Source: an optimization exercise on an open RTL-to-GDS flow (aim: a short achievable clock period and few clock cycles). Production flows keep margins and buffers that such runs may drop. Function was checked by simulation only, so behaviour that the tests miss may differ from the original. Power figures rest on the tool's default switching activity, not on a simulated workload.

==> flow/design.v <==
package cpu_pkg;
    localparam int XLEN  = 32;
    localparam int REG_W = 5;
    typedef logic [XLEN-1:0]  word_t;
    typedef logic [REG_W-1:0] reg_id_t;
    localparam word_t RESET_PC = '0;
    localparam logic [5:0] OP_RTYPE = 6'b000000;
    localparam logic [5:0] OP_ADDI  = 6'b001000;
    localparam logic [5:0] OP_LW    = 6'b100011;
    localparam logic [5:0] OP_SW    = 6'b101011;
    localparam logic [5:0] OP_BEQ   = 6'b000100;
    localparam logic [5:0] FUNC_ADD = 6'b100000;
    localparam logic [5:0] FUNC_SUB = 6'b100010;
    localparam logic [5:0] FUNC_AND = 6'b100100;
    localparam logic [5:0] FUNC_OR  = 6'b100101;
    localparam logic [5:0] FUNC_SLT = 6'b101010;
    typedef enum logic [2:0] {
        ALU_ADD,
        ALU_SUB,
        ALU_AND,
        ALU_OR,
        ALU_SLT
    } alu_op_t;
    typedef struct packed {
        logic regwrite;
        logic memread;
        logic memwrite;
        logic memtoreg;
        logic branch;
    } ctrl_t;
    typedef struct packed {
        word_t next_pc;
        word_t instr;
    } if_id_t;
    typedef struct packed {
        ctrl_t   ctrl;
        alu_op_t alu_op;
        logic    alusrc;
        logic    regdst;
        word_t   next_pc;
        word_t   rdata_a;
        word_t   rdata_b;
        word_t   imm;
        reg_id_t rs;
        reg_id_t rt;
        reg_id_t rd;
    } id_ex_t;
    typedef struct packed {
        ctrl_t   ctrl;
        word_t   result;
        logic    zero;
        word_t   store_data;
        word_t   target;
        reg_id_t wa;
    } ex_mem_t;
endpackage
`timescale 1ns/1ps
module pipe_cpu (
    input  logic        clk,
    input  logic        rst,
    output logic [31:0] imem_addr,
    input  logic [31:0] imem_rdata,
    output logic [31:0] dmem_addr,
    output logic [31:0] dmem_wdata,
    output logic        dmem_read,
    output logic        dmem_write,
    input  logic [31:0] dmem_rdata,
    output logic [4:0]  reg_wa,
    output logic [31:0] reg_wdata,
    output logic        regwrite
);
    logic rst_q;
    always_ff @(posedge clk)
        rst_q <= rst;
    logic [9:0]  pc;
    logic        fe_wen;
    logic        fe_memread;
    logic        fe_early;
    logic        fe_memwrite;
    logic        fe_cbr;
    logic        fe_sel_add;
    logic        fe_sel_sub;
    logic        fe_sel_and;
    logic        fe_sel_or;
    logic        fe_sel_slt;
    logic [31:0] fe_a;
    logic [31:0] fe_b;
    logic [31:0] fe_sd;
    logic [9:0]  fe_target;
    logic [4:0]  fe_wa;
    logic        fe_fs_ld;
    logic        em_wen;
    logic        em_memread;
    logic        em_memwrite;
    logic [31:0] em_result;
    logic [31:0] dm_addr;
    logic        dm_read;
    logic [31:0] em_sd;
    logic [4:0]  em_wa;
    logic        mw_wen;
    logic [4:0]  mw_wa;
    logic [31:0] mw_data;
    logic [31:0] regs [32];
    assign imem_addr = {20'd0, pc, 2'b00};
    logic [31:0] w;
    logic [5:0]  op;
    logic [5:0]  funct;
    logic [4:0]  rs;
    logic [4:0]  rt;
    logic [4:0]  rd;
    logic [31:0] imm;
    logic        is_add;
    logic        is_sub;
    logic        is_and;
    logic        is_or;
    logic        is_slt;
    logic        is_alu;
    logic        is_addi;
    logic        is_lw;
    logic        is_sw;
    logic        is_beq;
    logic        is_ubr;
    logic        is_cbr;
    logic        off_nz;
    logic        uses_rs;
    logic        uses_rt;
    logic        alusrc;
    logic [4:0]  dest;
    logic        wen;
    logic [9:0]  f_target;
    logic        stall;
    logic [31:0] a_early;
    logic [31:0] b_early;
    logic [31:0] sd_early;
    logic        a_sel_e;
    logic        b_sel_e;
    logic        sd_sel_e;
    assign w     = imem_rdata;
    assign op    = w[31:26];
    assign rs    = w[25:21];
    assign rt    = w[20:16];
    assign rd    = w[15:11];
    assign funct = w[5:0];
    assign imm   = {{16{w[15]}}, w[15:0]};
    assign is_add  = op == 6'h00 && funct == 6'h20;
    assign is_sub  = op == 6'h00 && funct == 6'h22;
    assign is_and  = op == 6'h00 && funct == 6'h24;
    assign is_or   = op == 6'h00 && funct == 6'h25;
    assign is_slt  = op == 6'h00 && funct == 6'h2a;
    assign is_alu  = is_add || is_sub || is_and || is_or || is_slt;
    assign is_addi = op == 6'h08;
    assign is_lw   = op == 6'h23;
    assign is_sw   = op == 6'h2b;
    assign is_beq  = op == 6'h04;
    assign off_nz  = w[9:0] != 10'd0;
    assign is_ubr  = is_beq && rs == rt && off_nz;
    assign is_cbr  = is_beq && rs != rt && off_nz;
    logic       fe_add;
    logic       e_sum_zero;
    logic       is_zbr;
    logic       zbr_taken;
    logic [4:0] zbr_reg;
    assign zbr_reg   = (rt == 5'd0) ? rs : rt;
    assign is_zbr    = is_cbr && (rs == 5'd0 || rt == 5'd0) && fe_add && fe_wa == zbr_reg;
    assign zbr_taken = is_zbr && e_sum_zero;
    assign alusrc  = is_addi || is_lw || is_sw;
    assign uses_rs = is_alu || is_addi || is_lw || is_sw || (is_cbr && !is_zbr);
    assign uses_rt = is_alu || (is_cbr && !is_zbr);
    assign dest = is_alu ? rd : rt;
    assign wen  = (is_alu || is_addi || is_lw) && dest != 5'd0;
    assign f_target = pc + 10'd1 + w[9:0];
    logic is_early;
    assign is_early = is_lw && rs == 5'd0 && !fe_memread && !fe_memwrite;
    assign stall = fe_memread && fe_wen &&
                   ((uses_rs && fe_wa == rs) || (uses_rt && fe_wa == rt));
    logic [31:0] m_data;
    logic        a_hit_e;
    logic        a_hit_m;
    logic        a_hit_w;
    logic        b_hit_e;
    logic        b_hit_m;
    logic        b_hit_w;
    assign m_data = em_memread ? dmem_rdata : em_result;
    assign a_hit_e = fe_wen && fe_wa == rs;
    assign a_hit_m = em_wen && em_wa == rs;
    assign a_hit_w = mw_wen && mw_wa == rs;
    assign b_hit_e = fe_wen && fe_wa == rt;
    assign b_hit_m = em_wen && em_wa == rt;
    assign b_hit_w = mw_wen && mw_wa == rt;
    assign a_sel_e  = a_hit_e;
    assign b_sel_e  = b_hit_e && !alusrc;
    assign sd_sel_e = b_hit_e;
    logic [31:0] a_rd;
    logic [31:0] b_rd;
    logic        a_rf_ok;
    logic        b_rf_ok;
    logic        sd_rf_ok;
    assign a_rd = regs[rs];
    assign b_rd = regs[rt];
    assign a_rf_ok  = rs != 5'd0 && !a_hit_e && !a_hit_m && !a_hit_w;
    assign b_rf_ok  = rt != 5'd0 && !alusrc && !b_hit_e && !b_hit_m && !b_hit_w;
    assign sd_rf_ok = rt != 5'd0 && !b_hit_e && !b_hit_m && !b_hit_w;
    always_comb
    begin
        a_early  = ({32{a_rf_ok}} & a_rd) |
                   ({32{!a_hit_e && a_hit_m}} & m_data) |
                   ({32{!a_hit_e && !a_hit_m && a_hit_w}} & mw_data);
        b_early  = ({32{b_rf_ok}} & b_rd) |
                   ({32{alusrc}} & imm) |
                   ({32{!alusrc && !b_hit_e && b_hit_m}} & m_data) |
                   ({32{!alusrc && !b_hit_e && !b_hit_m && b_hit_w}} & mw_data);
        sd_early = ({32{sd_rf_ok}} & b_rd) |
                   ({32{!b_hit_e && b_hit_m}} & m_data) |
                   ({32{!b_hit_e && !b_hit_m && b_hit_w}} & mw_data);
    end
    logic [31:0] opa;
    logic [31:0] opb;
    logic [31:0] sum;
    logic [31:0] diff;
    logic        slt;
    logic [31:0] result;
    logic        e_taken;
    logic [31:0] sd;
    assign opa = fe_a;
    assign opb = fe_b;
    logic [31:0] pa_g [6];
    logic [31:0] pa_p [6];
    logic [31:0] ps_g [6];
    logic [31:0] ps_p [6];
    always_comb
    begin
        pa_g[0] = opa & opb;
        pa_p[0] = opa ^ opb;
        ps_g[0] = opa & ~opb;
        ps_p[0] = ~(opa ^ opb);
        ps_g[0][0] = opa[0] | ~opb[0];
        for (int l = 0; l < 5; l++)
        begin
            for (int i = 0; i < 32; i++)
            begin
                if (i >= (1 << l))
                begin
                    pa_g[l+1][i] = pa_g[l][i] | (pa_p[l][i] & pa_g[l][i - (1 << l)]);
                    pa_p[l+1][i] = pa_p[l][i] & pa_p[l][i - (1 << l)];
                    ps_g[l+1][i] = ps_g[l][i] | (ps_p[l][i] & ps_g[l][i - (1 << l)]);
                    ps_p[l+1][i] = ps_p[l][i] & ps_p[l][i - (1 << l)];
                end
                else
                begin
                    pa_g[l+1][i] = pa_g[l][i];
                    pa_p[l+1][i] = pa_p[l][i];
                    ps_g[l+1][i] = ps_g[l][i];
                    ps_p[l+1][i] = ps_p[l][i];
                end
            end
        end
        sum  = pa_p[0] ^ {pa_g[5][30:0], 1'b0};
        diff = ps_p[0] ^ {ps_g[5][30:0], 1'b1};
    end
    assign slt  = (opa[31] != opb[31]) ? opa[31] : diff[31];
    assign result = ({32{fe_sel_add}} & sum) |
                    ({32{fe_sel_sub}} & diff) |
                    ({32{fe_sel_and}} & (opa & opb)) |
                    ({32{fe_sel_or}}  & (opa | opb)) |
                    {31'd0, fe_sel_slt & slt};
    assign e_taken = fe_cbr && opa == opb;
    logic [31:0] e_val;
    assign e_val = ({32{!fe_early}} & result) | ({32{fe_early}} & dmem_rdata);
    assign e_sum_zero = !(opa[0] ^ opb[0]) &&
                        ((opa[31:1] ^ opb[31:1]) == (opa[30:0] | opb[30:0]));
    assign sd = fe_fs_ld ? dmem_rdata : fe_sd;
    always_ff @(posedge clk)
    begin
        if (rst_q)
            pc <= '0;
        else if (e_taken)
            pc <= fe_target;
        else if (stall)
            pc <= pc;
        else if (is_ubr || zbr_taken)
            pc <= f_target;
        else
            pc <= pc + 10'd1;
    end
    logic f_go;
    assign f_go = !stall && !e_taken;
    always_ff @(posedge clk)
    begin
        if (rst_q || !f_go)
        begin
            fe_wen      <= 1'b0;
            fe_memread  <= 1'b0;
            fe_early    <= 1'b0;
            fe_memwrite <= 1'b0;
            fe_cbr      <= 1'b0;
            fe_add      <= 1'b0;
        end
        else
        begin
            fe_wen      <= wen;
            fe_memread  <= is_lw && !is_early;
            fe_early    <= is_early;
            fe_memwrite <= is_sw;
            fe_cbr      <= is_cbr && !is_zbr;
            fe_add      <= wen && (is_add || is_addi);
        end
    end
    always_ff @(posedge clk)
    begin
        fe_sel_add <= alusrc || is_add;
        fe_sel_sub <= is_sub;
        fe_sel_and <= is_and;
        fe_sel_or  <= is_or;
        fe_sel_slt <= is_slt;
        fe_a       <= a_early  | ({32{a_sel_e}}  & e_val);
        fe_b       <= b_early  | ({32{b_sel_e}}  & e_val);
        fe_sd      <= sd_early | ({32{sd_sel_e}} & e_val);
        fe_target  <= f_target;
        fe_wa      <= dest;
        fe_fs_ld   <= fe_wen && fe_memread && fe_wa == rt;
    end
    always_ff @(posedge clk)
    begin
        if (rst || rst_q)
        begin
            em_wen      <= 1'b0;
            em_memread  <= 1'b0;
            em_memwrite <= 1'b0;
        end
        else
        begin
            em_wen      <= fe_wen;
            em_memread  <= fe_memread;
            em_memwrite <= fe_memwrite;
        end
    end
    always_ff @(posedge clk)
    begin
        em_result <= e_val;
        em_sd     <= sd;
        em_wa     <= fe_wa;
    end
    always_ff @(posedge clk)
    begin
        if (rst || rst_q)
            dm_read <= 1'b0;
        else
            dm_read <= (f_go && is_early) || fe_memread;
    end
    always_ff @(posedge clk)
        dm_addr <= (f_go && is_early) ? imm : sum;
    assign dmem_addr  = dm_addr;
    assign dmem_wdata = em_sd;
    assign dmem_read  = dm_read;
    assign dmem_write = em_memwrite;
    always_ff @(posedge clk)
    begin
        if (rst || rst_q)
            mw_wen <= 1'b0;
        else
            mw_wen <= em_wen;
    end
    always_ff @(posedge clk)
    begin
        mw_wa   <= em_wa;
        mw_data <= m_data;
    end
    assign reg_wa    = mw_wa;
    assign reg_wdata = mw_data;
    assign regwrite  = mw_wen;
    always_ff @(posedge clk)
    begin
        if (rst_q)
        begin
            for (int i = 0; i < 32; i++)
                regs[i] <= '0;
        end
        else if (mw_wen)
        begin
            regs[mw_wa] <= mw_data;
        end
    end
endmodule
==> flow/run.sh <==
#!/bin/bash
# synth_recipe.tcl (not shown) runs the flow's synth.tcl, then flattens the netlist and writes it again
# the make line also repeats each setting of config.mk as NAME=value (left out here)
make -C /OpenROAD-flow-scripts/flow DESIGN_CONFIG=/design/flow/config.mk WORK_HOME=/design/flow/orfs CLKGATE_MAP_FILE= SYNTH_SCRIPT=/design/flow/synth_recipe.tcl finish
==> flow/config.mk <==
export PLATFORM = sky130hd
export DESIGN_NAME = pipe_cpu
export DESIGN_NICKNAME = pipe_cpu
export VERILOG_FILES = /design/flow/design.v
export SDC_FILE = /design/flow/constraint.sdc
export NUM_CORES = 4
export LEC_CHECK = 0
export ABC_CLOCK_PERIOD_IN_PS = 2500
export CAP_MARGIN = 20
export CORE_MARGIN = 2
export CORE_UTILIZATION = 40
export SETUP_SLACK_MARGIN = 5
export SLEW_MARGIN = 20
==> flow/constraint.sdc <==
create_clock -name core_clock -period 8.0 [get_ports {clk}]
set_input_delay 1.6000 -clock core_clock [delete_from_list [all_inputs] [get_ports {clk}]]
set_output_delay 1.6000 -clock core_clock [all_outputs]
set_load 0.01 [all_outputs]
==> out/metrics.sh, run 1 <==
SHARE_OF_THE_SYNTHESIZED_AREA_IN_COMPOUND_GATES_AO_OA_AOI_OAI=0.08432
WL_PER_CELL_UM=37.85
FINALSETUPVIOLCOUNT=0
RSZ_0062_RAISED_AFTER_GLOBAL_ROUTING='true'
POWER.DENSITY_CELL_AREA_nW_PER_UM2=211.1
MULTIPLEXER_FRACTION_OF_THE_SYNTHESIZED_CELL_AREA=0.1980
MAX-VDD-IR-DROP_mV=0.2075
WL_MET2_UM=143700
COMBINATIONAL_FAMILY_WITH_THE_MOST_AREA_AFTER_SYNTHESIS='multiplexers'
CLOCKPOWERSHARE=0.344
MAX_SLEW.WORST_PIN.SLEW_NS=1.101
SLEW_VIOL_FINAL=0
DETAIL-ROUTE-ANTENNA-NETS=0
CLOCK.FMAX_MHz=295.7
CAP_VIOLATIONS=0
YOSYS_WARNINGS=5
HTREE_LEVELS=4
GRT_PASS1_VIAS=53220
DRT_ITER0_DRC=9132
ROUTED-VIA-COUNT=56560
ROUTE.LAYER.MET1.WL_UM=110600
XOR_XNOR_SHARE_OF_THE_SYNTHESIZED_AREA=0.01438
CHIPWIDTH_UM=426.1
SEQUENTIAL_CELL_AREA_SQ_UM=36470
TOTALNEGATIVESETUPSLACK_NS=0
CLOCK_INSERTION_DELAY_WORST_SKEW_NS=0.83
FIRST_PASS_GRT_WIRE_LENGTH_UM=432400
TIMING.CLOCK.SKEW_NS=0.03446
DETAILROUTE.WIRELENGTH.MET3_UM=43550
POWER_FRAC_SEQ=0.408
INITIAL_CORE_UTIL=0.4034
IO_PINS=202
SYN_AVG_CELL_AREA_SQ_UM=12.78
FINALWEIGHTEDCONGESTION=0.9543
CRITPATHMAXFANOUT=4
COMBPWRFRAC=0.248
FINAL_WIRELENGTH_UM=324800
FRACTION_OF_POWER_SPENT_SWITCHING_NETS=0.3053
TRITONCTS.NUM_BUFFERS=144
POSTPLACECELLAREA_SQ_UM=75530
CLOCK_PATH_BUFFERS=3
YS.FLOP_TYPE='sky130_fd_sc_hd__edfxtp_1'
CTS_HOLD_BUFFERS=0
LEAKAGE_nW=34.66
PRECTSSETUPSLACK_NS=2.596
HOLD_PATH.CLASS='flip-flop to flip-flop'
NETLIST_AREA_SQ_UM=71280
DIE_H_UM=426.1
CRITPATHARRIVALTIME_NS=4.08
PERIOD_SHARE=0.4227
CORE_SQ_UM=176700
PIN_COUNT_OF_THE_BIGGEST_NET_ENTERING_GLOBAL_ROUTING=47
AVGVIACOUNTPERCELL=6.592
TIMING.CRITICAL_PATH.REQUIRED_NS=8.70
POWER_SWITCHING_mW=5.917
EDFF_COUNT_SYNTH=1024
YOSYS.AREA_SHARE.SIMPLE=0.1349
SYNTH_CELLS=5578
DPL.HPWL_UM=167300
RUN_STATUS='finished clean'
NUMCLOCKSINKS=1301
SYNTH.DISTINCT_CELLS=99
STARTPOINT_TYPE='flip-flop'
P_INT_mW=13.46
LAYOUT.NETS=6276
FILL_CELL_INSTANCE_COUNT_OF_THE_FINAL_LAYOUT=14590
SYNTH_ASYNC_SR_FLOP_SHARE=0
FINAL_CRITICAL_PATH_SETUP_SLACK_NS=4.619
FINISH.INSTANCE_AREA_SQ_UM=91780
SEQ_AREA_FRAC_SYNTH=0.5092
SYN2LAYOUT_AREA_GROWTH_PCT=28.76
FINALHOLDVIOLCOUNT=0
GLOBAL_ROUTE.OVERFLOW_TOTAL=0
ROW_COUNT=154
GRT_ANTENNA_BEFORE_REPAIR=43
SYNTH-ADDER-AREA-SHARE=0.01917
DRC_ERRORS_LEFT=0
DIE_AREA_SQ_UM=181600
NUMPORTBUFFERS=179
MULTI_INPUT_COMB_AREA_SQ_UM=35450
WORST_SETUP_HOLD_PATH_CLK_SLEW_NS=0.06
GRTUSAGETOTAL=0.3443
CTS.ROOT.BUFFER_CELL='sky130_fd_sc_hd__clkbuf_16'
DR.PASS1.ITERS=8
TRITONCTS='done'
SYNTH.FF_LATCH_COUNT=1301
DRIVE_ABOVE_1_SHARE=0.3395
WORSTSETUPPATHTYPE='flip-flop to flip-flop'
TOP_SIGNAL_LAYER_USED='met5'
LAYOUT_MIN_CYCLE_TIME_NS=3.381
MAXSLEWHEADROOM=0.2662
CRIT_PATH_END_KIND='flip-flop'
final cells by class:
class / instances / share of cell area
repair buffers: 879 / 0.1276
flip-flops and latches: 1301 / 0.3974
diodes: 21 / 0.0005725
inverters: 150 / 0.006652
clock inverters: 77 / 0.007634
clock buffers: 187 / 0.04205
well taps: 2340 / 0.03190
multi-input cells: 3626 / 0.3862
worst paths after layout:
path	start	slack, ns	to	cells past startpoint
min	em_wa[0]	0.37	mw_wa[0]	0
max reg2reg	fe_a[2]	4.62	fe_b[29]	11
max	fe_a[2]	4.62	fe_b[29]	11
min reg2reg	em_wa[0]	0.37	mw_wa[0]	0
metrics by stage:
step           utilization  hold slack, ns  total power, mW  instances
5_1_grt             0.5192          0.3651            19.77       8560
4_1_cts             0.5010          0.3603            18.90       8396
3_5_place_dp        0.4275          0.3818            11.42       7747
3_3_place_gp        0.4275          0.3803            11.40       7747
6_report            0.5195          0.3701            19.38       8581
2_1_floorplan            -          0.3719            10.07       5599
state kept, by name, summed over array words and instances (netlist names), 32 cells and up:
| register | count |
|---|---|
| regs | 1024 |
| dm_addr | 32 |
| em_result | 32 |
| em_sd | 32 |
| fe_b | 32 |
| fe_sd | 32 |
| fe_a | 32 |
| mw_data | 32 |
critical path, stage by stage (launching register included):
cell	delay, ns
sky130_fd_sc_hd__dfxtp_4	0.37
sky130_fd_sc_hd__inv_2	0.05
sky130_fd_sc_hd__ha_4	0.29
sky130_fd_sc_hd__nor2_4	0.05
sky130_fd_sc_hd__a2111o_1	0.41
sky130_fd_sc_hd__a2111o_2	0.59
sky130_fd_sc_hd__a211oi_4	0.40
sky130_fd_sc_hd__nor3_2	0.09
sky130_fd_sc_hd__a31oi_1	0.22
sky130_fd_sc_hd__xor2_1	0.10
sky130_fd_sc_hd__a221o_2	0.42
sky130_fd_sc_hd__a41o_1	0.25
power by group through the flow:
| stage | sequential (mW) | clock [mW] | combinational (mW) |
|---|---|---|---|
| final | 7.91 | 6.66 | 4.81 |
| after global routing | 7.94 | 6.90 | 4.93 |
| after CTS | 7.90 | 6.65 | 4.34 |
| after detailed placement | 8.05 | 0 | 3.36 |
| after global placement | 8.04 | 0 | 3.36 |
| after floorplan | 8.03 | 0 | 2.04 |
cell usage in the layout (no fill, tap or decap), drive strengths merged, types with 53 or more instances in the layout:
cell type | netlist | final
edfxtp | 1024 | 1024
ha | 106 | 106
dfxtp | 277 | 277
buf | 162 | 707
clkinv | 1 | 54
xnor2 | 60 | 60
a22oi | 74 | 74
inv | 149 | 153
o21ai | 185 | 185
and2 | 1047 | 1048
nor2 | 244 | 244
mux2i | 278 | 278
xor2 | 57 | 57
a21oi | 101 | 101
clkdlybuf4s15 | 0 | 54
a221oi | 136 | 136
o211ai | 53 | 53
nand2 | 200 | 200
mux4 | 460 | 460
mux2 | 86 | 86
clkbuf | 362 | 212
routing by layer:
metal	vias to the layer above	track usage
met4	14	0.2198
met3	1269	0.1055
met5	-	0
met1	28420	0.4212
met2	4793	0.5290
li1	22070	-
cells in the mapped netlist (100+ instances only):
| cell type | n | area [sq um] |
|---|---|---|
| sky130_fd_sc_hd__a221oi_1 | 136 | 1191 |
| sky130_fd_sc_hd__inv_1 | 146 | 548.0 |
| sky130_fd_sc_hd__and2_1 | 1047 | 6550 |
| sky130_fd_sc_hd__clkbuf_1 | 362 | 1359 |
| sky130_fd_sc_hd__ha_1 | 106 | 1326 |
| sky130_fd_sc_hd__o21ai_0 | 150 | 750.7 |
| sky130_fd_sc_hd__dfxtp_1 | 277 | 5545 |
| sky130_fd_sc_hd__mux2i_1 | 278 | 2783 |
| sky130_fd_sc_hd__mux4_2 | 460 | 10360 |
| sky130_fd_sc_hd__nand2_1 | 200 | 750.7 |
| sky130_fd_sc_hd__edfxtp_1 | 1024 | 30750 |
| sky130_fd_sc_hd__nor2_1 | 244 | 915.9 |
| sky130_fd_sc_hd__a21oi_1 | 100 | 500.5 |
kinds of logic (layout without fill, tap and decap cells):
family / after synthesis / in the layout
multiplexers: 824 / 824
flip-flops: 1301 / 1301
adder cells (fa/ha/maj): 108 / 108
other: 1 / 43
buffers and inverters: 674 / 1293
AND/OR/NAND/NOR: 1724 / 1725
AO/OA/AOI/OAI: 829 / 830
XOR/XNOR: 117 / 117
repair_timing:
action / CTS / global route
setup endpoints to repair: 1159 / 368
buffers inserted: 294 / 145
gates resized for setup: 1203 / 309
gates cloned: 91 / 19
pin swaps: 155 / 174
Testbench counts, summed over its fixed seeds: cycles 48,116.
==> inputs of run 2 (changes only) <==
--- a/flow/design.v
+++ b/flow/design.v
@@ -77,2 +77,3 @@
     logic        fe_memread;
+    logic        fe_ld;
     logic        fe_early;
@@ -91,2 +92,3 @@
     logic        fe_fs_ld;
+    logic        fe_fs_m;
     logic        em_wen;
@@ -161,5 +163,4 @@
     logic       zbr_taken;
-    logic [4:0] zbr_reg;
-    assign zbr_reg   = (rt == 5'd0) ? rs : rt;
-    assign is_zbr    = is_cbr && (rs == 5'd0 || rt == 5'd0) && fe_add && fe_wa == zbr_reg;
+    assign is_zbr    = is_beq && off_nz && fe_add &&
+                       ((rt == 5'd0 && fe_wa == rs) || (rs == 5'd0 && fe_wa == rt));
     assign zbr_taken = is_zbr && e_sum_zero;
@@ -173,4 +174,3 @@
     assign is_early = is_lw && rs == 5'd0 && !fe_memread && !fe_memwrite;
-    assign stall = fe_memread && fe_wen &&
-                   ((uses_rs && fe_wa == rs) || (uses_rt && fe_wa == rt));
+    assign stall = fe_ld && (fe_wa == rs || (fe_wa == rt && !op[5] && !op[3]));
     logic [31:0] m_data;
@@ -270,3 +270,3 @@
                         ((opa[31:1] ^ opb[31:1]) == (opa[30:0] | opb[30:0]));
-    assign sd = fe_fs_ld ? dmem_rdata : fe_sd;
+    assign sd = fe_fs_ld ? dmem_rdata : fe_fs_m ? em_result : fe_sd;
     always_ff @(posedge clk)
@@ -292,2 +292,3 @@
             fe_memread  <= 1'b0;
+            fe_ld       <= 1'b0;
             fe_early    <= 1'b0;
@@ -301,2 +302,3 @@
             fe_memread  <= is_lw && !is_early;
+            fe_ld       <= is_lw && !is_early && wen;
             fe_early    <= is_early;
@@ -316,3 +318,3 @@
         fe_b       <= b_early  | ({32{b_sel_e}}  & e_val);
-        fe_sd      <= sd_early | ({32{sd_sel_e}} & e_val);
+        fe_sd      <= sd_early;
         fe_target  <= f_target;
@@ -320,2 +322,3 @@
         fe_fs_ld   <= fe_wen && fe_memread && fe_wa == rt;
+        fe_fs_m    <= fe_wen && !fe_memread && fe_wa == rt;
     end
==> run 2 against run 1 <==
  * Largest cell class unchanged
  * Fmax rose by 5.7%
  * Still clean
  * Register-to-register slack improved by 0.21 ns
  * Area after synthesis is 1.1% lower
  * Critical endpoint is now fe_b[0]
==> out/metrics.sh, run 2 <==
RUN_STATUS='finished clean'  # unchanged
DETAIL-ROUTE-ANTENNA-NETS=0  # unchanged
FINAL_WIRELENGTH_UM=304700  # was 324800 um
MAX-VDD-IR-DROP_mV=0.2896  # was 0.2075 mV
SYN_AVG_CELL_AREA_SQ_UM=13.70  # was 12.78 sq um
WORST-R2R-CELL-COUNT=13  # was 11
CHIPWIDTH_UM=423.7  # was 426.1 um
NUMCLOCKSINKS=1303  # was 1301
SYNTH_ASYNC_SR_FLOP_SHARE=0  # unchanged
CRITPATHMAXSTAGEDELAY_NS=0.38  # was 0.59 ns
CRITPATHARRIVALTIME_NS=3.89  # was 4.08 ns
FILL_CELL_INSTANCE_COUNT_OF_THE_FINAL_LAYOUT=14480  # was 14590
CRIT_PATH_END_KIND='flip-flop'  # unchanged
GRT_ANTENNA_BEFORE_REPAIR=32  # was 43
CRITICAL-PATH-SLOWEST-CELL='sky130_fd_sc_hd__and3_2'  # was sky130_fd_sc_hd__a2111o_2
TRITONCTS.NUM_BUFFERS=145  # was 144
FINALSETUPVIOLCOUNT=0  # unchanged
LARGEST-REGISTER='regs'  # unchanged
CTS.ROOT.BUFFER_CELL='sky130_fd_sc_hd__clkbuf_16'  # unchanged
TOTALNEGATIVESETUPSLACK_NS=0  # unchanged
HTREE_LEVELS=4  # unchanged
PIN_COUNT_OF_THE_BIGGEST_NET_ENTERING_GLOBAL_ROUTING=65  # was 47
YS.FLOP_TYPE='sky130_fd_sc_hd__edfxtp_1'  # unchanged
MAXSLEWHEADROOM=0.3424  # was 0.2662
SYNTH.TOP_CELLS.BY_COUNT='sky130_fd_sc_hd__and2_1, sky130_fd_sc_hd__edfxtp_1, sky130_fd_sc_hd__mux4_2'  # unchanged
CORE_SQ_UM=175500  # was 176700 sq um
SEQUENTIAL_CELL_AREA_SQ_UM=36550  # was 36470 sq um
NETLIST_AREA_SQ_UM=70480  # was 71280 sq um
LAYOUT.CELLS.MOST_COMMON='sky130_fd_sc_hd__and2_1'  # unchanged
FINAL_CORE_UTILIZATION=0.5074  # was 0.5195
SLEW_VIOL_FINAL=0  # unchanged
CRIT_CHAIN='buf_16, buf_16, xor2_1, nor4_1, and3_2, nor2_4, nand3_4, o21ai_1, and2_1, a221o_1'  # was inv_2, ha_4, nor2_4, a2111o_1, a2111o_2, a211oi_4, nor3_2, a31oi_1, xor2_1, a221o_2, a41o_1
ROUTED-VIA-COUNT=51980  # was 56560
NUMPORTBUFFERS=179  # unchanged
YS_TOP_CELLS_BY_AREA='sky130_fd_sc_hd__edfxtp_1, sky130_fd_sc_hd__mux4_2, sky130_fd_sc_hd__and2_1'  # unchanged
TIMING.CLOCK.SKEW_NS=0.03177  # was 0.03446 ns
GRT_PASS1_VIAS=50030  # was 53220
PRECTSSETUPSLACK_NS=2.856  # was 2.596 ns
STARTPOINT_TYPE='input pin'  # was flip-flop
SYNTH_CELLS=5143  # was 5578
TIMING.CRITICAL_PATH.REQUIRED_NS=8.69  # was 8.70 ns
GLOBAL_ROUTE.OVERFLOW_TOTAL=0  # unchanged
MOSTFREQUENTLAYOUTCELLS='sky130_fd_sc_hd__and2_1, sky130_fd_sc_hd__edfxtp_1, sky130_fd_sc_hd__mux4_2'  # unchanged
SYNTHMOSTINSTANTIATEDCELL='sky130_fd_sc_hd__and2_1'  # unchanged
POWER.DENSITY_CELL_AREA_nW_PER_UM2=218.5  # was 211.1 nW/um^2
LARGEST_REG_FLOPS=1024  # unchanged
CLOCK_INSERTION_DELAY_WORST_SKEW_NS=0.82  # was 0.83 ns
YOSYS_WARNINGS=5  # unchanged
GRTUSAGETOTAL=0.3310  # was 0.3443
WORSTSETUPPATHTYPE='input pin to flip-flop'  # was flip-flop to flip-flop
FINALWEIGHTEDCONGESTION=0.9473  # was 0.9543
MAX_SLEW.WORST_PIN.SLEW_NS=0.9864  # was 1.101 ns
LAYOUT.NETS=5742  # was 6276
INITIAL_CORE_UTIL=0.4015  # was 0.4034
DRC_ERRORS_LEFT=0  # unchanged
WL_PER_CELL_UM=37.92  # was 37.85 um
SYNTH.DISTINCT_CELLS=97  # was 99
CRITPATHMAXFANOUT=16  # was 4
LAYOUT_MIN_CYCLE_TIME_NS=3.199  # was 3.381 ns
SEQ_AREA_FRAC_SYNTH=0.5156  # was 0.5092
FINAL_CRITICAL_PATH_SETUP_SLACK_NS=4.801  # was 4.619 ns
RSZ_0062_RAISED_AFTER_GLOBAL_ROUTING='true'  # unchanged
EDFF_COUNT_SYNTH=1024  # unchanged
CLOCK.FMAX_MHz=312.6  # was 295.7 MHz
DRIVE_ABOVE_1_SHARE=0.3560  # was 0.3395
PERIOD_SHARE=0.3999  # was 0.4227
LEAKAGE_nW=32.67  # was 34.66 nW
DR.PASS1.ITERS=6  # was 8
TRITONCTS='done'  # unchanged
FIRST_PASS_GRT_WIRE_LENGTH_UM=410800  # was 432400 um
WORST_SETUP_HOLD_PATH_CLK_SLEW_NS=0.06  # about the same
ROW_COUNT=154  # unchanged
TIMING.HOLD.WORST_PATH_DEPTH=0  # unchanged
DIE_AREA_SQ_UM=179600  # was 181600 sq um
SYNTH.FF_LATCH_COUNT=1303  # was 1301
SYN2LAYOUT_AREA_GROWTH_PCT=26.39  # was 28.76%
DPL.HPWL_UM=165000  # was 167300 um
YOSYS.AREA.TOP_TYPE='sky130_fd_sc_hd__edfxtp_1'  # unchanged
SYNTH_LARGEST_TYPE_AREA_FRACTION=0.4363  # was 0.4314
MULTI_INPUT_COMB_AREA_SQ_UM=34520  # was 35450 sq um
DRT_ITER0_DRC=8615  # was 9132
CAP_VIOLATIONS=0  # unchanged
CTS_HOLD_BUFFERS=0  # unchanged
CLOCK_PATH_BUFFERS=3  # unchanged
CRITPATHMOSTFREQUENTCELL='sky130_fd_sc_hd__buf_16'
FINALHOLDVIOLCOUNT=0  # unchanged
AVGVIACOUNTPERCELL=6.469  # was 6.592
HOLD_PATH.CLASS='flip-flop to flip-flop'  # unchanged
DIE_H_UM=423.7  # was 426.1 um
IO_PINS=202  # unchanged
## run 2: cell count changes after synthesis, sizes merged, moves of 25 or more
| cell | previous run | this run |
|---|---|---|
| inv | 149 | 124 |
| a21oi | 101 | 130 |
| xnor2 | 60 | 94 |
| nand2 | 200 | 148 |
| mux2 | 86 | 40 |
| a221oi | 136 | 20 |
| mux2i | 278 | 110 |
| nor2 | 244 | 186 |
| mux4 | 460 | 640 |
| o211ai | 53 | 20 |
| clkbuf | 362 | 324 |
## run 2: final cells by class
cell class / instances / area share
multi-input combinational: 3252 / 0.3875
timing repair buffer: 741 / 0.1120
sequential: 1303 / 0.4103
antenna: 12 / 0.0003371
inverter: 125 / 0.005478
tap: 2340 / 0.03287
clock inverter: 76 / 0.007206
clock buffer: 186 / 0.04432
## run 2: through the flow
stage / total power, mW / area (sq um) / hold slack, ns / std cells
final: 19.47 / 89080 / 0.3935 / 8035
after global routing: 19.89 / 89050 / 0.3951 / 8024
after CTS: 19.08 / 87190 / 0.3870 / 7933
after detailed placement: 11.51 / 74830 / 0.3872 / 7341
after global placement: 11.50 / 74830 / 0.3789 / 7340
after floorplan: 10.12 / 71610 / 0.3730 / 5164
## run 2: power breakdown
part           switching [mW]  total [mW]  internal (mW)
clock network            2.93        6.69           3.75
logic                    2.71        4.84           2.13
registers               0.235        7.94           7.71
total                    5.88        19.5           13.6
## run 2: worst max-delay path, delay by kind of cell
kind | cells | cell delay, ns
and+or+nand+nor | 5 | 1.33
AOI/OAI and AO/OA | 2 | 0.41
buffers and inverters | 2 | 0.34
xor gates and xnor gates | 1 | 0.16
## run 2: final timing paths
path | slack [ns] | end | startpoint
worst max-delay path | 4.80 | fe_b[0] | imem_rdata[18]
worst min-delay path | 0.39 | mw_wa[3] | em_wa[3]
worst max register to register | 4.83 | fe_a[24] | fe_a[0]
worst min register to register | 0.39 | mw_wa[3] | em_wa[3]
## run 2: cells by family after synthesis
logic type | count (synthesis) | share of synthesized area
muxes | 790 | 0.2265
AOI/OAI and AO/OA | 595 | 0.05642
other | 1 | 0.00005321
DFF | 1303 | 0.5156
adders and majority gates | 108 | 0.01939
buffers and inverters | 617 | 0.03583
xor gates and xnor gates | 128 | 0.01591
and+or+nand+nor | 1601 | 0.1303
## run 2: what timing repair did
| action | CTS | global route |
|---|---|---|
| gates resized for setup | 1161 | 179 |
| setup endpoints to repair | 1754 | 568 |
| pin swaps | 122 | 89 |
| buffers inserted | 236 | 69 |
| gates cloned | 94 | 21 |
## run 2: layer usage
layer  track usage  share of wire  vias to the layer above
met5             0        0.00065                        -
met2        0.5072           0.45                     4087
met1        0.4127           0.34                    26580
met4        0.2009          0.072                       28
li1              -              -                    20300
met3       0.09925           0.13                      995
Testbench counts of run 2, summed over its fixed seeds: cycles 48,332.
==> inputs of run 3 (changes only) <==
--- a/flow/design.v
+++ b/flow/design.v
@@ -174,3 +174,3 @@
     assign is_early = is_lw && rs == 5'd0 && !fe_memread && !fe_memwrite;
-    assign stall = fe_ld && (fe_wa == rs || (fe_wa == rt && !op[5] && !op[3]));
+    assign stall = fe_ld && !is_ubr && (fe_wa == rs || (fe_wa == rt && !op[5] && !op[3]));
     logic [31:0] m_data;
==> run 3 against run 2 <==
  * Sequential cell count did not move
  * Critical path depth rose by 4
  * Largest power group unchanged
  * Wire length rose by 0.97%
  * Synthesized cell count rose by 0.47%
  * Core utilization rose by 0.38 points
  * Sequential power barely moved
  * Still clean on timing, DRC and antenna
  * Register-to-register slack improved by 0.05 ns
  * Critical endpoint is now fe_b[5]
  * Combinational power fell by 4%
  * Area after synthesis rose by 0.13%
  * Critical path type unchanged
==> out/metrics.sh, run 3 <==
CTS_HOLD_BUFFERS=0  # unchanged
CRIT_PATH_END_KIND='flip-flop'  # unchanged
SEQ_AREA_FRAC_SYNTH=0.5149  # was 0.5156
SYNTH.FF_LATCH_COUNT=1303  # unchanged
RSZ_0062_RAISED_AFTER_GLOBAL_ROUTING='true'  # unchanged
GRT_ANTENNA_BEFORE_REPAIR=38  # was 32
GLOBAL_ROUTE.OVERFLOW_TOTAL=0  # unchanged
SYNTH_LARGEST_TYPE_AREA_FRACTION=0.4357  # was 0.4363
DRIVE_ABOVE_1_SHARE=0.3726  # was 0.3560
STARTPOINT_TYPE='input pin'  # unchanged
TIMING.CLOCK.SKEW_NS=0.04327  # was 0.03177 ns
TRITONCTS.NUM_BUFFERS=146  # was 145
WORST-R2R-CELL-COUNT=15  # was 13
FINALWEIGHTEDCONGESTION=0.9471  # was 0.9473
SYNTH.TOP_CELLS.BY_COUNT='sky130_fd_sc_hd__and2_1, sky130_fd_sc_hd__edfxtp_1, sky130_fd_sc_hd__mux4_2'  # unchanged
MAX-VDD-IR-DROP_mV=0.2216  # was 0.2896 mV
DRT_ITER0_DRC=8711  # was 8615
SYNTH_CELLS=5167  # was 5143
CAP_VIOLATIONS=0  # unchanged
POSTPLACECELLAREA_SQ_UM=75190  # was 74830 sq um
YS.FLOP_TYPE='sky130_fd_sc_hd__edfxtp_1'  # unchanged
DRC_ERRORS_LEFT=0  # unchanged
DIE_H_UM=424.0  # was 423.7 um
RUN_STATUS='finished clean'  # unchanged
AVGVIACOUNTPERCELL=6.496  # was 6.469
DIE_AREA_SQ_UM=179800  # was 179600 sq um
TIMING.CRITICAL_PATH.REQUIRED_NS=8.69  # about the same
LEAKAGE_nW=32.76  # was 32.67 nW
IO_PINS=202  # unchanged
POWER.DENSITY_CELL_AREA_nW_PER_UM2=215.9  # was 218.5 nW/um^2
WORSTSETUPPATHTYPE='input pin to flip-flop'  # unchanged
LAYOUT.CELLS.MOST_COMMON='sky130_fd_sc_hd__and2_1'  # unchanged
CRITPATHARRIVALTIME_NS=4.19  # was 3.89 ns
PERIOD_SHARE=0.4369  # was 0.3999
WORSTREG2REGEND='fe_b[30]'  # was fe_a[24]
CP-STARTPOINT='imem_rdata[16]'  # was imem_rdata[18]
FINISH.INSTANCE_AREA_SQ_UM=89850  # was 89080 sq um
GRT_PASS1_VIAS=50300  # was 50030
CHIPWIDTH_UM=424.0  # was 423.7 um
SYNTH.DISTINCT_CELLS=95  # was 97
HTREE_LEVELS=4  # unchanged
NETLIST_AREA_SQ_UM=70570  # was 70480 sq um
CORE_SQ_UM=175700  # was 175500 sq um
YOSYS_WARNINGS=5  # unchanged
FINALSETUPVIOLCOUNT=0  # unchanged
MAX_SLEW.WORST_PIN.SLEW_NS=1.175  # was 0.9864 ns
INITIAL_CORE_UTIL=0.4016  # was 0.4015
WORST_SETUP_HOLD_PATH_CLK_SLEW_NS=0.06  # about the same
NUMPORTBUFFERS=179  # unchanged
ROUTED-VIA-COUNT=52790  # was 51980
R2R_SETUP_SLACK_NS=4.88  # was 4.83 ns
CRITPATHMAXFANOUT=8  # was 16
SYN2LAYOUT_AREA_GROWTH_PCT=27.32  # was 26.39%
FINAL_WIRELENGTH_UM=307700  # was 304700 um
FIRST_PASS_GRT_WIRE_LENGTH_UM=411600  # was 410800 um
LARGEST-REGISTER='regs'  # unchanged
DPL.HPWL_UM=165600  # was 165000 um
SYN_AVG_CELL_AREA_SQ_UM=13.66  # was 13.70 sq um
FINALHOLDVIOLCOUNT=0  # unchanged
LAYOUT_MIN_CYCLE_TIME_NS=3.495  # was 3.199 ns
TOTALNEGATIVESETUPSLACK_NS=0  # unchanged
CTS.ROOT.BUFFER_CELL='sky130_fd_sc_hd__clkbuf_16'  # unchanged
SYNTHMOSTINSTANTIATEDCELL='sky130_fd_sc_hd__and2_1'  # unchanged
YS_TOP_CELLS_BY_AREA='sky130_fd_sc_hd__edfxtp_1, sky130_fd_sc_hd__mux4_2, sky130_fd_sc_hd__and2_1'  # unchanged
SYNTH_ASYNC_SR_FLOP_SHARE=0  # unchanged
YOSYS.AREA.TOP_TYPE='sky130_fd_sc_hd__edfxtp_1'  # unchanged
PIN_COUNT_OF_THE_BIGGEST_NET_ENTERING_GLOBAL_ROUTING=65  # unchanged
EDFF_COUNT_SYNTH=1024  # unchanged
DR.PASS1.ITERS=6  # unchanged
CLOCK_PATH_BUFFERS=3  # unchanged
HOLD_PATH.CLASS='flip-flop to flip-flop'  # unchanged
MAXSLEWHEADROOM=0.2085  # was 0.3424
LAYOUT.NETS=5831  # was 5742
LARGEST_REG_FLOPS=1024  # unchanged
FILL_CELL_INSTANCE_COUNT_OF_THE_FINAL_LAYOUT=14420  # was 14480
SLEW_VIOL_FINAL=0  # unchanged
NUMCLOCKSINKS=1303  # unchanged
DETAIL-ROUTE-ANTENNA-NETS=0  # unchanged
GRTUSAGETOTAL=0.3325  # was 0.3310
CLOCK.FMAX_MHz=286.1  # was 312.6 MHz
CLOCK_INSERTION_DELAY_WORST_SKEW_NS=0.84  # was 0.82 ns
R2R-START='fe_b[2]'  # was fe_a[0]
TRITONCTS='done'  # unchanged
CRITICAL_PATH.ENDPOINT='fe_b[5]'  # was fe_b[0]
MOSTFREQUENTLAYOUTCELLS='sky130_fd_sc_hd__and2_1, sky130_fd_sc_hd__edfxtp_1, sky130_fd_sc_hd__mux4_2'  # unchanged
WL_PER_CELL_UM=37.86  # was 37.92 um
ROW_COUNT=154  # unchanged
==> run 3: cell count changes after synthesis, sizes merged, moves of 8 or more <==
cell / previous run / this run
nand3: 31 / 39
a21o: 31 / 20
or2: 35 / 5
o21ai: 165 / 230
nor2: 186 / 157
nand2: 148 / 185
a21oi: 130 / 105
a211oi: 12 / 22
o22ai: 14 / 6
==> run 3: cell type report <==
type | instances | area (sq um) | share of cell area
diodes | 14 | 35.03 | 0.0003899
clock buffers | 195 | 4064 | 0.04523
clock inverters | 69 | 656.9 | 0.007311
inverters | 129 | 499.2 | 0.005556
multi-input cells | 3269 | 34980 | 0.3893
flip-flops and latches | 1303 | 36540 | 0.4067
well taps | 2340 | 2928 | 0.03259
repair buffers | 808 | 10140 | 0.1129
==> run 3: worst min path at each step <==
stage / start / end / slack [ns] / cells past startpoint
3_3_place_gp: em_wa[4] / mw_wa[4] / 0.39 / 0
6_report: em_wa[1] / mw_wa[1] / 0.38 / 0
3_5_place_dp: em_wa[2] / mw_wa[2] / 0.39 / 0
4_1_cts: em_wa[1] / mw_wa[1] / 0.37 / 0
5_1_grt: em_wa[1] / mw_wa[1] / 0.38 / 0
2_1_floorplan: fe_wa[0] / em_wa[0] / 0.37 / 0
==> run 3: kinds of logic (layout without fill, tap and decap cells) <==
family | after synthesis | in the layout | share of synthesized area
fa+ha+maj | 108 | 108 | 0.01936
flops | 1303 | 1303 | 0.5149
mux | 784 | 784 | 0.2252
compound gates | 634 | 634 | 0.05959
simple gates | 1582 | 1593 | 0.1280
xor+xnor | 128 | 128 | 0.01610
other cells | 1 | 36 | 0.00005314
buf+inv | 627 | 1201 | 0.03679
==> run 3: critical path: stages <==
cell,delay (ns)
sky130_fd_sc_hd__buf_16,0.11
sky130_fd_sc_hd__buf_12,0.13
sky130_fd_sc_hd__buf_6,0.12
sky130_fd_sc_hd__buf_12,0.14
sky130_fd_sc_hd__buf_6,0.12
sky130_fd_sc_hd__buf_8,0.12
sky130_fd_sc_hd__buf_16,0.13
sky130_fd_sc_hd__buf_6,0.11
sky130_fd_sc_hd__mux4_2,0.44
sky130_fd_sc_hd__mux4_2,0.51
sky130_fd_sc_hd__mux2i_4,0.30
sky130_fd_sc_hd__o21ai_2,0.12
sky130_fd_sc_hd__a21oi_1,0.13
sky130_fd_sc_hd__o21ai_1,0.08
==> run 3: metrics by stage <==
stage	utilization	setup WS, ns	instances	power, mW	hold slack (ns)
after global routing	0.5111	4.531	8114	19.82	0.3795
after global placement	0.4279	2.764	7353	11.37	0.3872
after detailed placement	0.4279	2.780	7353	11.39	0.3891
after floorplan	-	4.172	5188	10.09	0.3730
after CTS	0.4992	4.596	7984	19.06	0.3721
final	0.5113	4.505	8127	19.40	0.3781
==> run 3: timing repair <==
action / CTS / global route
endpoints found under the setup margin: 1250 / 360
setup buffers: 278 / 111
cloned: 89 / 18
resized for setup: 1158 / 193
pin swaps: 135 / 94
==> run 3: where the power goes <==
group	internal, mW	switching, mW
Combinational	2.07	2.60
Sequential	7.70	0.215
Clock	3.80	3.01
Total	13.6	5.83
==> run 3: routing by layer <==
metal | global-route usage | part of all wire
met2 | 0.5059 | 0.45
met1 | 0.4106 | 0.34
met4 | 0.1985 | 0.074
met5 | 0 | 0.00045
met3 | 0.1120 | 0.14
Testbench counts of run 3, summed over its fixed seeds: cycles 48,127.
==> inputs of run 4 (changes only) <==
--- a/flow/design.v
+++ b/flow/design.v
@@ -273,3 +273,3 @@
     begin
-        if (rst_q)
+        if (rst || rst_q)
             pc <= '0;
==> run 4 against run 3 <==
  * Still clean on timing, DRC and antenna
  * Global-route usage is 0.33 points higher
  * Sequential power hardly changed
  * Setup slack better by 0.25 ns
  * Sequential share of layout area is 0.12 points higher
  * Critical path depth is 4 lower
  * Design area is 0.27% lower
  * Die area hardly changed
  * Fmax is 7.7% higher
  * Clock skew is 0.021 ns lower
  * Cell count is 0.59% lower
  * Sequential cell count stayed put
  * Critical path type unchanged
  * Critical endpoint is now fe_a[15]
  * Highest routed layer unchanged
==> out/metrics.sh, run 4 <==
RUN_STATUS='finished clean'  # unchanged
YOSYS_WARNINGS=5  # unchanged
LAYOUT.CELLS.MOST_COMMON='sky130_fd_sc_hd__and2_1'  # unchanged
SYN_AVG_CELL_AREA_SQ_UM=13.64  # was 13.66 sq um
TIMING.HOLD.WORST_PATH_DEPTH=0  # unchanged
TRITONCTS='done'  # unchanged
HOLD_PATH.CLASS='flip-flop to flip-flop'  # unchanged
SEQUENTIAL_CELL_AREA_SQ_UM=36550  # was 36540 sq um
CAP_VIOLATIONS=0  # unchanged
R2R_SETUP_SLACK_NS=4.87  # was 4.88 ns
DRC_ERRORS_LEFT=0  # unchanged
SYNTH.FF_LATCH_COUNT=1303  # unchanged
LAYOUT_MIN_CYCLE_TIME_NS=3.245  # was 3.495 ns
SYNTH_LARGEST_TYPE_AREA_FRACTION=0.4355  # was 0.4357
TRITONCTS.NUM_BUFFERS=141  # was 146
CPLARGESTDELAYFAMILY='multiplexers'  # unchanged
FILL_CELL_INSTANCE_COUNT_OF_THE_FINAL_LAYOUT=14380  # was 14420
PIN_COUNT_OF_THE_BIGGEST_NET_ENTERING_GLOBAL_ROUTING=65  # unchanged
FINALHOLDVIOLCOUNT=0  # unchanged
CTS.ROOT.BUFFER_CELL='sky130_fd_sc_hd__clkbuf_16'  # unchanged
LARGEST-REGISTER='regs'  # unchanged
FIRST_PASS_GRT_WIRE_LENGTH_UM=415700  # was 411600 um
POWER_FRAC_SEQ=0.409  # was 0.408
WORSTSETUPPATHTYPE='input pin to flip-flop'  # unchanged
CLOCKPOWERSHARE=0.339  # was 0.351
FIN_CELLS=8079  # was 8127
NUMPORTBUFFERS=179  # unchanged
DETAIL-ROUTE-ANTENNA-NETS=0  # unchanged
SYNTH_CELLS=5178  # was 5167
INITIAL_CORE_UTIL=0.4018  # was 0.4016
TIMING.CRITICAL_PATH.REQUIRED_NS=8.69  # about the same
FINAL_WIRELENGTH_UM=309300  # was 307700 um
EDFF_COUNT_SYNTH=1024  # unchanged
P_INT_mW=13.56  # was 13.57 mW
FINALSETUPVIOLCOUNT=0  # unchanged
YS_TOP_CELLS_BY_AREA='sky130_fd_sc_hd__edfxtp_1, sky130_fd_sc_hd__mux4_2, sky130_fd_sc_hd__and2_1'  # unchanged
MULTI_INPUT_COMB_AREA_SQ_UM=35050  # was 34980 sq um
GLOBAL_ROUTE.OVERFLOW_TOTAL=0  # unchanged
WL_PER_CELL_UM=38.29  # was 37.86 um
DR.PASS1.ITERS=6  # unchanged
SLEW_VIOL_FINAL=0  # unchanged
GRT_PASS1_VIAS=50600  # was 50300
NETLIST_AREA_SQ_UM=70610  # was 70570 sq um
DIE_H_UM=424.1  # was 424.0 um
NUMPLACEDINSTANCES=7356  # was 7353
SEQ_AREA_FRAC_SYNTH=0.5146  # was 0.5149
TIMING.CLOCK.SKEW_NS=0.02266  # was 0.04327 ns
WORSTREG2REGEND='fe_b[28]'  # was fe_b[30]
PRECTSSETUPSLACK_NS=2.927  # was 2.780 ns
HOLDPATHEND='em_wa[1]'  # was mw_wa[1]
DPL.HPWL_UM=157400  # was 165600 um
SYNTHMOSTINSTANTIATEDCELL='sky130_fd_sc_hd__and2_1'  # unchanged
DRIVE_ABOVE_1_SHARE=0.3651  # was 0.3726
SYNTH.TOP_CELLS.BY_COUNT='sky130_fd_sc_hd__and2_1, sky130_fd_sc_hd__edfxtp_1, sky130_fd_sc_hd__mux4_2'  # unchanged
CRITPATHMOSTFREQUENTCELL='sky130_fd_sc_hd__buf_16'  # was sky130_fd_sc_hd__buf_6
CTS_HOLD_BUFFERS=0  # unchanged
POWER.DENSITY_CELL_AREA_nW_PER_UM2=215.9  # about the same
GRTUSAGETOTAL=0.3358  # was 0.3325
NUMCLOCKSINKS=1303  # unchanged
HOLD_START='fe_wa[1]'  # was em_wa[1]
FINAL_CRITICAL_PATH_SETUP_SLACK_NS=4.755  # was 4.505 ns
CORE_SQ_UM=175700  # unchanged
SYNTH_ASYNC_SR_FLOP_SHARE=0  # unchanged
RSZ_0062_RAISED_AFTER_GLOBAL_ROUTING='true'  # unchanged
MAXSLEWHEADROOM=0.2578  # was 0.2085
COMBPWRFRAC=0.252  # was 0.241
FINALWEIGHTEDCONGESTION=0.9657  # was 0.9471
CRITPATHARRIVALTIME_NS=3.94  # was 4.19 ns
AVGVIACOUNTPERCELL=6.534  # was 6.496
HTREE_LEVELS=4  # unchanged
YS.FLOP_TYPE='sky130_fd_sc_hd__edfxtp_1'  # unchanged
SYNTH.DISTINCT_CELLS=96  # was 95
CRITPATHMAXFANOUT=6  # was 8
ROUTED-VIA-COUNT=52790  # about the same
WORST_SETUP_HOLD_PATH_CLK_SLEW_NS=0.06  # about the same
DRT_ITER0_DRC=8270  # was 8711
CRIT_CHAIN='buf_16, buf_16, buf_12, buf_16, buf_6, mux4_2, mux4_2, mux2i_4, o21ai_2, a21o_1'  # was buf_16, buf_12, buf_6, buf_12, buf_6, buf_8, buf_16, buf_6, mux4_2, mux4_2, mux2i_4, o21ai_2, a21oi_1, o21ai_1
MOSTFREQUENTLAYOUTCELLS='sky130_fd_sc_hd__and2_1, sky130_fd_sc_hd__edfxtp_1, sky130_fd_sc_hd__mux4_2'  # unchanged
LAYOUT.NETS=5786  # was 5831
FINAL_CORE_UTILIZATION=0.5099  # was 0.5113
MAX_SLEW.WORST_PIN.SLEW_NS=1.103  # was 1.175 ns
CHIPWIDTH_UM=424.1  # was 424.0 um
TOTALNEGATIVESETUPSLACK_NS=0  # unchanged
POWER_SWITCHING_mW=5.794  # was 5.825 mW
CRIT_PATH_END_KIND='flip-flop'  # unchanged
YOSYS.AREA.TOP_TYPE='sky130_fd_sc_hd__edfxtp_1'  # unchanged
ROW_COUNT=154  # unchanged
DIE_AREA_SQ_UM=179900  # was 179800 sq um
IO_PINS=202  # unchanged
FRACTION_OF_POWER_SPENT_SWITCHING_NETS=0.2994  # was 0.3003
WORST-R2R-CELL-COUNT=17  # was 15
CLOCK_PATH_BUFFERS=3  # unchanged
SYN2LAYOUT_AREA_GROWTH_PCT=26.91  # was 27.32%
CRITICAL-PATH-SLOWEST-CELL='sky130_fd_sc_hd__mux4_2'  # unchanged
R2R-START='fe_a[0]'  # was fe_b[2]
STARTPOINT_TYPE='input pin'  # unchanged
PERIOD_SHARE=0.4056  # was 0.4369
CLOCK_INSERTION_DELAY_WORST_SKEW_NS=0.81  # was 0.84 ns
CLOCK.FMAX_MHz=308.2  # was 286.1 MHz
CRITICAL_PATH_BUF_INV_COUNT=5  # was 8
CRITPATHMAXSTAGEDELAY_NS=0.52  # was 0.51 ns
LEAKAGE_nW=32.76  # about the same
GRT_ANTENNA_BEFORE_REPAIR=26  # was 38
LARGEST_REG_FLOPS=1024  # unchanged
MAX-VDD-IR-DROP_mV=0.2430  # was 0.2216 mV
==> run 4: timing repair <==
| action | in CTS | in global routing |
|---|---|---|
| buffers inserted | 264 | 84 |
| cloned | 91 | 14 |
| pin swaps | 98 | 107 |
| endpoints found under the setup margin | 1147 | 487 |
| resized for setup | 1097 | 281 |
==> run 4: metal layers <==
| layer | vias to the layer above | part of all wire | track usage | wire (um) |
|---|---|---|---|---|
| met5 | - | 0.00041 | 0 | 126 |
| met4 | 18 | 0.082 | 0.2237 | 25220 |
| met3 | 1107 | 0.13 | 0.1008 | 40840 |
| met2 | 4384 | 0.45 | 0.5188 | 139700 |
| met1 | 26860 | 0.33 | 0.4074 | 103500 |
| li1 | 20420 | - | - | - |
==> run 4: final cells by class <==
type                       instances  share of cell area
multi-input combinational       3285              0.3911
clock inverter                    57            0.005613
timing repair buffer             759              0.1122
inverter                         122            0.005348
antenna                           18           0.0005027
tap                             2340             0.03267
clock buffer                     195             0.04456
sequential                      1303              0.4079
==> run 4: worst max path at each step <==
stage                   start             to  slack (ns)  cells past startpoint
2_1_floorplan  imem_rdata[22]          pc[3]        4.38                     11
3_3_place_gp   imem_rdata[21]        fe_a[5]        2.92                      6
3_5_place_dp   imem_rdata[16]        fe_b[5]        2.93                      8
4_1_cts           mw_data[11]  reg_wdata[11]        4.73                      1
5_1_grt        imem_rdata[21]       fe_a[30]        4.74                     10
6_report       imem_rdata[21]       fe_a[15]        4.76                     10
==> run 4: logic make-up (layout without fill, tap and decap cells) <==
logic type / after synthesis / after routing / synth area share
adders and majority gates: 108 / 108 / 0.01935
other: 1 / 40 / 0.00005311
AOI/OAI and AO/OA: 593 / 594 / 0.05681
muxes: 788 / 788 / 0.2240
and+or+nand+nor: 1641 / 1643 / 0.1324
buffers and inverters: 614 / 1133 / 0.03663
DFF: 1303 / 1303 / 0.5146
xor gates and xnor gates: 130 / 130 / 0.01613
==> run 4: power groups by stage <==
stage / combinational, mW / sequential, mW / clock (mW)
after global placement: 3.31 / 8.07 / 0
after CTS: 4.35 / 7.91 / 6.56
final: 4.88 / 7.92 / 6.56
after global routing: 4.99 / 7.95 / 6.82
after floorplan: 2.04 / 8.05 / 0
after detailed placement: 3.30 / 8.08 / 0
==> run 4: stage by stage <==
stage | hold WS (ns) | cell area (sq um) | power (mW)
2_1_floorplan | 0.3730 | 71770 | 10.09
3_3_place_gp | 0.3844 | 74700 | 11.38
3_5_place_dp | 0.3813 | 74710 | 11.39
4_1_cts | 0.3860 | 87330 | 18.83
5_1_grt | 0.3960 | 89570 | 19.76
6_report | 0.3821 | 89610 | 19.35
Testbench counts of run 4, summed over its fixed seeds: cycles 48,127.
==> inputs of run 5 (changes only) <==
--- a/flow/design.v
+++ b/flow/design.v
@@ -95,3 +95,2 @@
     logic        em_memread;
-    logic        em_memwrite;
     logic [31:0] em_result;
@@ -99,3 +98,4 @@
     logic        dm_read;
-    logic [31:0] em_sd;
+    logic [31:0] dm_wdata;
+    logic        dm_write;
     logic [4:0]  em_wa;
@@ -173,3 +173,5 @@
     logic is_early;
-    assign is_early = is_lw && rs == 5'd0 && !fe_memread && !fe_memwrite;
+    logic is_early_sw;
+    assign is_early    = is_lw && rs == 5'd0 && !fe_memread && !fe_memwrite;
+    assign is_early_sw = is_sw && rs == 5'd0 && !fe_memread && !fe_memwrite;
     assign stall = fe_ld && !is_ubr && (fe_wa == rs || (fe_wa == rt && !op[5] && !op[3]));
@@ -304,3 +306,3 @@
             fe_early    <= is_early;
-            fe_memwrite <= is_sw;
+            fe_memwrite <= is_sw && !is_early_sw;
             fe_cbr      <= is_cbr && !is_zbr;
@@ -330,3 +332,2 @@
             em_memread  <= 1'b0;
-            em_memwrite <= 1'b0;
         end
@@ -336,3 +337,2 @@
             em_memread  <= fe_memread;
-            em_memwrite <= fe_memwrite;
         end
@@ -342,3 +342,2 @@
         em_result <= e_val;
-        em_sd     <= sd;
         em_wa     <= fe_wa;
@@ -348,12 +347,21 @@
         if (rst || rst_q)
-            dm_read <= 1'b0;
+        begin
+            dm_read  <= 1'b0;
+            dm_write <= 1'b0;
+        end
         else
-            dm_read <= (f_go && is_early) || fe_memread;
+        begin
+            dm_read  <= (f_go && is_early) || fe_memread;
+            dm_write <= (f_go && is_early_sw) || fe_memwrite;
+        end
     end
     always_ff @(posedge clk)
-        dm_addr <= (f_go && is_early) ? imm : sum;
+    begin
+        dm_addr  <= (is_early || is_early_sw) ? imm : sum;
+        dm_wdata <= is_early_sw ? (sd_early | ({32{sd_sel_e}} & e_val)) : sd;
+    end
     assign dmem_addr  = dm_addr;
-    assign dmem_wdata = em_sd;
+    assign dmem_wdata = dm_wdata;
     assign dmem_read  = dm_read;
-    assign dmem_write = em_memwrite;
+    assign dmem_write = dm_write;
     always_ff @(posedge clk)
==> run 5 against run 4 <==
  * Critical path type unchanged
  * Setup slack got worse by 0.33 ns
  * Global-route usage fell by 0.45 points
  * Design area rose by 0.11%
  * Die area rose by 0.63%
  * Highest routed layer unchanged
  * Register-to-register slack got worse by 0.38 ns
  * Clock power fell by 0.9%
  * Wire length fell by 1.9%
  * Clock skew rose by 0.0096 ns
  * Combinational power fell by 2%
  * Fmax fell by 9.2%
  * Area after synthesis rose by 0.64%
  * Count of clock-buffer cells in the layout fell by 5
==> out/metrics.sh, run 5 <==
RUN_STATUS='finished clean'  # unchanged
LAYOUT.NETS=5844  # was 5786
CLOCK_PATH_BUFFERS=3  # unchanged
CRITPATHMAXFANOUT=5  # was 6
TIMING.CRITICAL_PATH.REQUIRED_NS=8.67  # was 8.69 ns
TIMING.CLOCK.SKEW_NS=0.03226  # was 0.02266 ns
CHIPWIDTH_UM=425.5  # was 424.1 um
CTS.ROOT.BUFFER_CELL='sky130_fd_sc_hd__clkbuf_16'  # unchanged
CP-STARTPOINT='imem_rdata[21]'  # unchanged
NUMPORTBUFFERS=179  # unchanged
LARGEST_REG_FLOPS=1024  # unchanged
SYNTHMOSTINSTANTIATEDCELL='sky130_fd_sc_hd__and2_1'  # unchanged
RSZ_0062_RAISED_AFTER_GLOBAL_ROUTING='true'  # unchanged
CRITICAL_PATH.ENDPOINT='fe_a[17]'  # was fe_a[15]
SLEW_VIOL_FINAL=0  # unchanged
MOSTFREQUENTLAYOUTCELLS='sky130_fd_sc_hd__and2_1, sky130_fd_sc_hd__edfxtp_1, sky130_fd_sc_hd__mux4_2'  # unchanged
DIE_H_UM=425.5  # was 424.1 um
YOSYS.AREA.TOP_TYPE='sky130_fd_sc_hd__edfxtp_1'  # unchanged
FINAL_CORE_UTILIZATION=0.5088  # was 0.5099
FRACTION_OF_POWER_SPENT_SWITCHING_NETS=0.3024  # was 0.2994
FINALHOLDVIOLCOUNT=0  # unchanged
AVGVIACOUNTPERCELL=6.524  # was 6.534
DRC_ERRORS_LEFT=0  # unchanged
ROW_COUNT=154  # unchanged
DETAIL-ROUTE-ANTENNA-NETS=0  # unchanged
SYNTH_CELLS=5256  # was 5178
NUMPLACEDINSTANCES=7433  # was 7356
GLOBAL_ROUTE.OVERFLOW_TOTAL=0  # unchanged
DRT_ITER0_DRC=8164  # was 8270
FIN_CELLS=8139  # was 8079
LAYOUT_MIN_CYCLE_TIME_NS=3.575  # was 3.245 ns
TOTALNEGATIVESETUPSLACK_NS=0  # unchanged
CLOCK.FMAX_MHz=279.7  # was 308.2 MHz
POSTPLACECELLAREA_SQ_UM=75400  # was 74710 sq um
WORST_SETUP_HOLD_PATH_CLK_SLEW_NS=0.06  # about the same
CAP_VIOLATIONS=0  # unchanged
FINALSETUPVIOLCOUNT=0  # unchanged
YOSYS_WARNINGS=5  # unchanged
WORSTSETUPPATHTYPE='input pin to flip-flop'  # unchanged
LARGEST-REGISTER='regs'  # unchanged
LAYOUT.CELLS.MOST_COMMON='sky130_fd_sc_hd__and2_1'  # unchanged
FIRST_PASS_GRT_WIRE_LENGTH_UM=414700  # was 415700 um
SEQ_AREA_FRAC_SYNTH=0.5113  # was 0.5146
SYNTH.DISTINCT_CELLS=96  # unchanged
DIE_AREA_SQ_UM=181000  # was 179900 sq um
SYN_AVG_CELL_AREA_SQ_UM=13.52  # was 13.64 sq um
GRT_ANTENNA_BEFORE_REPAIR=33  # was 26
CTS_HOLD_BUFFERS=0  # unchanged
FINALWEIGHTEDCONGESTION=0.9486  # was 0.9657
YS.FLOP_TYPE='sky130_fd_sc_hd__edfxtp_1'  # unchanged
TRITONCTS='done'  # unchanged
SYNTH.TOP_CELLS.BY_COUNT='sky130_fd_sc_hd__and2_1, sky130_fd_sc_hd__edfxtp_1, sky130_fd_sc_hd__mux4_2'  # unchanged
PRECTSSETUPSLACK_NS=2.795  # was 2.927 ns
WL_PER_CELL_UM=37.28  # was 38.29 um
FINAL_WIRELENGTH_UM=303400  # was 309300 um
POWER_FRAC_SEQ=0.414  # was 0.409
GRTUSAGETOTAL=0.3313  # was 0.3358
WORST-R2R-CELL-COUNT=14  # was 17
DRIVE_ABOVE_1_SHARE=0.3747  # was 0.3651
SYNTH_LARGEST_TYPE_AREA_FRACTION=0.4327  # was 0.4355
NUMCLOCKSINKS=1303  # unchanged
R2R_SETUP_SLACK_NS=4.49  # was 4.87 ns
DPL.HPWL_UM=154300  # was 157400 um
TRITONCTS.NUM_BUFFERS=141  # unchanged
GRT_PASS1_VIAS=51640  # was 50600
YS_TOP_CELLS_BY_AREA='sky130_fd_sc_hd__edfxtp_1, sky130_fd_sc_hd__mux4_2, sky130_fd_sc_hd__and2_1'  # unchanged
FINAL_CRITICAL_PATH_SETUP_SLACK_NS=4.425  # was 4.755 ns
HOLD_START='em_wa[0]'  # was fe_wa[1]
HOLD_PATH.CLASS='flip-flop to flip-flop'  # unchanged
CRITPATHARRIVALTIME_NS=4.25  # was 3.94 ns
EDFF_COUNT_SYNTH=1024  # unchanged
run 5: final cells by class:
class                   instances  area, sq um  share of cell area
multi-input cells            3358        35020              0.3904
inverters                     123        481.7            0.005370
diodes                         15        37.54           0.0004184
clock inverters                67        585.6            0.006527
clock buffers                 190         3887             0.04334
repair buffers                743        10180              0.1135
flip-flops and latches       1303        36590              0.4078
well taps                    2340         2928             0.03264
run 5: power by group through the flow:
stage | Sequential [mW] | Combinational (mW) | Clock, mW
after floorplan | 8.07 | 2.08 | 0
after global placement | 8.11 | 3.37 | 0
after detailed placement | 8.13 | 3.38 | 0
after CTS | 7.96 | 4.47 | 6.53
after global routing | 8.00 | 4.92 | 6.78
final | 7.97 | 4.78 | 6.50
run 5: repair_timing:
item                                     CTS  global route
endpoints found under the setup margin  1098           496
buffers inserted                         246            73
resized for setup                       1342           183
pin swaps                                153           125
gates cloned                             108             7
run 5: critical path: stages:
cell	delay, ns
sky130_fd_sc_hd__buf_16	0.13
sky130_fd_sc_hd__buf_12	0.16
sky130_fd_sc_hd__buf_16	0.13
sky130_fd_sc_hd__buf_12	0.14
sky130_fd_sc_hd__buf_16	0.16
sky130_fd_sc_hd__mux4_2	0.54
sky130_fd_sc_hd__mux4_2	0.47
sky130_fd_sc_hd__mux2_4	0.35
sky130_fd_sc_hd__a222oi_1	0.40
sky130_fd_sc_hd__nand2_1	0.14
run 5: cells by family after synthesis:
group,synth area share
adders and majority gates,0.01923
buffers and inverters,0.03557
and+or+nand+nor,0.1349
xor gates and xnor gates,0.01430
DFF,0.5113
muxes,0.2282
AOI/OAI and AO/OA,0.05642
other,0.00005277
run 5: how the worst min path moves through the flow:
stage,endpoint,slack (ns),cells past startpoint
2_1_floorplan,em_wa[1],0.37,0
3_3_place_gp,mw_wa[2],0.39,0
3_5_place_dp,mw_wa[2],0.39,0
4_1_cts,mw_wa[3],0.39,0
5_1_grt,mw_wa[3],0.40,0
6_report,mw_wa[0],0.40,0
run 5: stage by stage:
| stage | power (mW) | hold slack [ns] |
|---|---|---|
| floorplan | 10.15 | 0.3730 |
| global placement | 11.49 | 0.3895 |
| detailed placement | 11.50 | 0.3927 |
| CTS | 18.95 | 0.3943 |
| global route | 19.71 | 0.4034 |
| finish | 19.25 | 0.3981 |
run 5: layer usage:
| metal | GRT usage | wire length, um | part of all wire |
|---|---|---|---|
| met1 | 0.4047 | 105100 | 0.35 |
| met4 | 0.1960 | 21060 | 0.069 |
| met5 | 0 | 37 | 0.00012 |
| met2 | 0.5201 | 139400 | 0.46 |
| met3 | 0.09807 | 37870 | 0.12 |
Testbench counts of run 5, summed over its fixed seeds: cycles 47,630.

==> static timing again, ports no longer ideal <==
In the flow no input, the clock included, has a driving cell. The finished layouts below were timed again as built, in two steps.
Step 1, drivers: a clkbuf_16 drives clk and a buf_2 each remaining input, both assumed.
Step 2, shift: input delay + t, output delay - t, t = (earliest + latest rising clock arrival at the registers) / 2. This alone moves slack from input paths to output paths.
a / b / c = no drivers / after step 1 / after step 2; a / b = the first two.
run | t (ns) | setup WS [ns] | hold slack, ns | worst setup path after step 2
run 1 | 0.903 | 4.619 / 4.233 / 3.331 | 0.370 / 0.370 / 0.370 | input to register
run 2 | 0.906 | 4.801 / 4.317 / 3.411 | 0.393 / 0.393 / 0.393 | input to register
run 3 | 0.903 | 4.505 / 4.131 / 3.228 | 0.378 / 0.378 / 0.378 | input to register
run 4 | 0.883 | 4.755 / 4.474 / 3.591 | 0.382 / 0.382 / 0.382 | input to register
run 5 | 0.903 | 4.425 / 4.241 / 3.339 | 0.398 / 0.398 / 0.398 | input to register
After both steps every run listed still meets setup and hold. The setup slack of run 2, which loses most, moves by -0.484 ns with the drivers and by -1.390 ns with both steps.
